This design comes from an exercise in tuning for small area, a short achievable clock period and few clock cycles per item on the open sky130 flow, not from production work. RTL that was checked went through simulation tests only; none was proved equivalent to the original. Power figures rest on the tool's default switching activity, not on a simulated workload.

the baseline:
==> flow/design.v (excerpt) <==
module centered_moving_average_unit #(
  parameter int MAX_HALF_WIDTH = CMA_MAX_HALF_WIDTH,
  parameter int SAMPLE_BITS    = CMA_SAMPLE_BITS
) (
  input  logic               clk,
  input  logic               rst,
  input  logic               cfg_wr_en,
  input  logic [CFG_W-1:0]   cfg_wr_data,    
  input  logic               s_axis_tvalid,
  output logic               s_axis_tready,
  input  logic [TDATA_W-1:0] s_axis_tdata,   
  input  logic               s_axis_tlast,   
  output logic               m_axis_tvalid,
  input  logic               m_axis_tready,
  output logic [TDATA_W-1:0] m_axis_tdata,   
  output logic               m_axis_tlast,   
  output logic               m_axis_tuser    
);
  localparam int SIDE_W = TAG_W + 2;
  localparam int RES_W  = VALUE_W + SIDE_W;
  logic [4:0]         h;
  logic               clr;
  logic               in_valid;
  logic [VALUE_W-1:0] in_x;
  logic [TAG_W-1:0]   in_tag;
  logic               in_last;
  logic               acc;
  logic               en;
  logic               skid_valid;
  logic               skid_valid_nx;
  logic               ptr;
  ...
==> module cma_vline, before the edit <==
module cma_vline #(
  parameter int W     = 24,
  parameter int NSEG  = 5,
  parameter int LBASE = 2
) (
  input  logic            clk,
  input  logic            step,
  input  logic            tail,
  input  logic [NSEG-1:0] sel,
  input  logic [W-1:0]    din,
  output logic [W-1:0]    dout
);
  logic [W-1:0] chain [0:NSEG];
  logic [W-1:0] last  [0:NSEG-1];
  assign chain[0] = din;
  for (genvar j = 0; j < NSEG; j++) begin : g_seg
    localparam int L = LBASE << j;
    logic [7:0] start;
    logic [7:0] first;
    logic [5:0] hold;
    logic [W-1:0] qv [0:L-1];
    if (j == 0) begin : g_s0
      assign start = '0;
    end else begin : g_sj
      assign start = 8'(LBASE) * 8'(sel[j-1:0]);
    end
    assign first = 8'(sel) - start;
    always_ff @(posedge clk) begin
      hold <= first[7] ? '0 : first[5:0];
    end
    for (genvar k = 0; k < L; k++) begin : g_st
      logic         sh;
      logic [W-1:0] q;
      assign sh = step || (tail && (hold <= 6'(k)));
      always_ff @(posedge clk) begin
        if (sh) q <= (k == 0) ? chain[j] : qv[(k == 0) ? 0 : k-1];
      end
      assign qv[k] = q;
    end
    assign last[j] = qv[L-1];
  end
  for (genvar m = 1; m <= NSEG; m++) begin : g_pick
    logic [W-1:0] cm;
    always_comb begin
      cm = sel[m-1:0] == '0 ? din : '0;
      for (int i = 0; i < m; i++) begin
        if (sel[i] && (((sel[m-1:0] >> i) >> 1) == '0)) cm = cm | last[i];
      end
    end
    assign chain[m] = cm;
  end
  always_ff @(posedge clk) begin
    if (step || tail) dout <= chain[NSEG];
  end
endmodule
==> module cma_tline, before the edit <==
module cma_tline #(
  parameter int W     = 18,
  parameter int NSEG  = 5,
  parameter int LBASE = 1
) (
  input  logic            clk,
  input  logic            step,
  input  logic            tail,
  input  logic            clr,
  input  logic            mark,
  input  logic [NSEG-1:0] sel,
  input  logic [W-1:0]    din,
  output logic [W-1:0]    dout
);
  logic [W-1:0] chain [0:NSEG];
  logic         mchain [0:NSEG];
  logic [W-1:0] last   [0:NSEG-1];
  logic         mlast  [0:NSEG-1];
  assign chain[0]  = din;
  assign mchain[0] = mark;
  for (genvar j = 0; j < NSEG; j++) begin : g_seg
    localparam int L = LBASE << j;
    logic [W-1:0] qv [0:L-1];
    logic         mv [0:L-1];
    for (genvar k = 0; k < L; k++) begin : g_st
      logic         q_m;
      logic [W-1:0] q;
      always_ff @(posedge clk) begin
        if (step || (tail && !q_m)) q <= (k == 0) ? chain[j] : qv[(k == 0) ? 0 : k-1];
      end
      always_ff @(posedge clk) begin
        if (clr) begin
          q_m <= 1'b0;
        end else if (step) begin
          q_m <= (k == 0) ? mchain[j] : mv[(k == 0) ? 0 : k-1];
        end
      end
      assign qv[k] = q;
      assign mv[k] = q_m;
    end
    assign last[j]  = qv[L-1];
    assign mlast[j] = mv[L-1];
  end
  for (genvar m = 1; m <= NSEG; m++) begin : g_pick
    logic [W-1:0] cm;
    logic         mm;
    always_comb begin
      cm = sel[m-1:0] == '0 ? din : '0;
      mm = sel[m-1:0] == '0 ? mark : 1'b0;
      for (int i = 0; i < m; i++) begin
        if (sel[i] && (((sel[m-1:0] >> i) >> 1) == '0)) begin
          cm = cm | last[i];
          mm = mm | mlast[i];
        end
      end
    end
    assign chain[m]  = cm;
    assign mchain[m] = mm;
  end
  always_ff @(posedge clk) begin
    if (step || tail) dout <= chain[NSEG];
  end
endmodule
export LEC_CHECK = 0
export ABC_CLOCK_PERIOD_IN_PS = 2500
export CAP_MARGIN = 20
export CORE_MARGIN = 2
export CORE_UTILIZATION = 40
export CTS_BUF_LIST = sky130_fd_sc_hd__clkbuf_8 sky130_fd_sc_hd__clkbuf_16
export CTS_CLUSTER_DIAMETER = 60
export CTS_CLUSTER_SIZE = 20
export SETUP_SLACK_MARGIN = 2.9
export SLEW_MARGIN = 20
export TNS_END_PERCENT = 10
create_clock -name core_clock -period 5.5 [get_ports {clk}]
run.sh (not shown) runs the stock make flow with config.mk's settings and CLKGATE_MAP_FILE= SYNTH_SCRIPT=/design/flow/synth_recipe.tcl, a recipe that flattens the netlist after the stock synthesis.
What the candidate does differently from the baseline at the input level:
--- a/flow/design.v
+++ b/flow/design.v
@@ -20,13 +20,12 @@
   input  logic            tail,
   input  logic [NSEG-1:0] sel,
   input  logic [W-1:0]    din,
   output logic [W-1:0]    dout
 );
   logic [W-1:0] chain [0:NSEG];
-  logic [W-1:0] last  [0:NSEG-1];
   assign chain[0] = din;
   for (genvar j = 0; j < NSEG; j++) begin : g_seg
     localparam int L = LBASE << j;
     logic [7:0] start;
     logic [7:0] first;
     logic [5:0] hold;
@@ -46,23 +45,13 @@
       assign sh = step || (tail && (hold <= 6'(k)));
       always_ff @(posedge clk) begin
         if (sh) q <= (k == 0) ? chain[j] : qv[(k == 0) ? 0 : k-1];
       end
       assign qv[k] = q;
     end
-    assign last[j] = qv[L-1];
-  end
-  for (genvar m = 1; m <= NSEG; m++) begin : g_pick
-    logic [W-1:0] cm;
-    always_comb begin
-      cm = sel[m-1:0] == '0 ? din : '0;
-      for (int i = 0; i < m; i++) begin
-        if (sel[i] && (((sel[m-1:0] >> i) >> 1) == '0)) cm = cm | last[i];
-      end
-    end
-    assign chain[m] = cm;
+    assign chain[j+1] = sel[j] ? qv[L-1] : chain[j];
   end
   always_ff @(posedge clk) begin
     if (step || tail) dout <= chain[NSEG];
   end
 endmodule
 module cma_tline #(
@@ -78,14 +67,12 @@
   input  logic [NSEG-1:0] sel,
   input  logic [W-1:0]    din,
   output logic [W-1:0]    dout
 );
   logic [W-1:0] chain [0:NSEG];
   logic         mchain [0:NSEG];
-  logic [W-1:0] last   [0:NSEG-1];
-  logic         mlast  [0:NSEG-1];
   assign chain[0]  = din;
   assign mchain[0] = mark;
   for (genvar j = 0; j < NSEG; j++) begin : g_seg
     localparam int L = LBASE << j;
     logic [W-1:0] qv [0:L-1];
     logic         mv [0:L-1];
@@ -102,30 +89,14 @@
           q_m <= (k == 0) ? mchain[j] : mv[(k == 0) ? 0 : k-1];
         end
       end
       assign qv[k] = q;
       assign mv[k] = q_m;
     end
-    assign last[j]  = qv[L-1];
-    assign mlast[j] = mv[L-1];
-  end
-  for (genvar m = 1; m <= NSEG; m++) begin : g_pick
-    logic [W-1:0] cm;
-    logic         mm;
-    always_comb begin
-      cm = sel[m-1:0] == '0 ? din : '0;
-      mm = sel[m-1:0] == '0 ? mark : 1'b0;
-      for (int i = 0; i < m; i++) begin
-        if (sel[i] && (((sel[m-1:0] >> i) >> 1) == '0)) begin
-          cm = cm | last[i];
-          mm = mm | mlast[i];
-        end
-      end
-    end
-    assign chain[m]  = cm;
-    assign mchain[m] = mm;
+    assign chain[j+1]  = sel[j] ? qv[L-1] : chain[j];
+    assign mchain[j+1] = sel[j] ? mv[L-1] : mchain[j];
   end
   always_ff @(posedge clk) begin
     if (step || tail) dout <= chain[NSEG];
   end
 endmodule
 module cma_kadd #(
==> comparison <==
- The baseline → the candidate: clock latency on the worst-skew pair down 0.06 ns; cell count down 4.0%; share of async-settable or async-resettable flops after synthesis flat; via count down about 8%.
- Compared with the baseline, the candidate has extra setup slack.
- Delta (the candidate minus the baseline): cell area fell by 1700 sq um; cell area power density decreased by 6.5% relative to the old numbers.
- The baseline -> the candidate: total length of routed met2 wires decreased by a little under 10%
Testbench counts of the candidate, summed over its fixed seeds: cycles 15,462, items 13,361.
The RTL of the baseline was laid out without a check of its function.

==> afterwards: timing with drivers on the ports <==
Ports are ideal in the flow. The routed layouts listed here were re-timed in OpenROAD. Step 1: set_driving_cell puts a clkbuf_16 on clk and a buf_2 on each other input, an assumption about the parent block. Step 2, shift: input delay + t, output delay - t, t = (earliest + latest rising clock arrival at the registers) / 2. This alone moves slack from input paths to output paths. a / b / c = ideal / step 1 / step 2; a / b = the first two.
run	shift t [ns]	setup slack, ns	hold WS [ns]	worst data-port slew with drivers (ns)	cell pins on the clock port's net
the baseline	0.992	2.699 / 2.699 / 2.023	0.349 / 0.349 / 0.349	0.15	1
the candidate	0.956	2.853 / 2.780 / 1.975	0.373 / 0.373 / 0.373	0.08	1
After both steps setup and hold are still met in every run listed. The setup slack of the candidate, which loses most, moves by -0.073 ns with the drivers and by -0.878 ns with both steps.
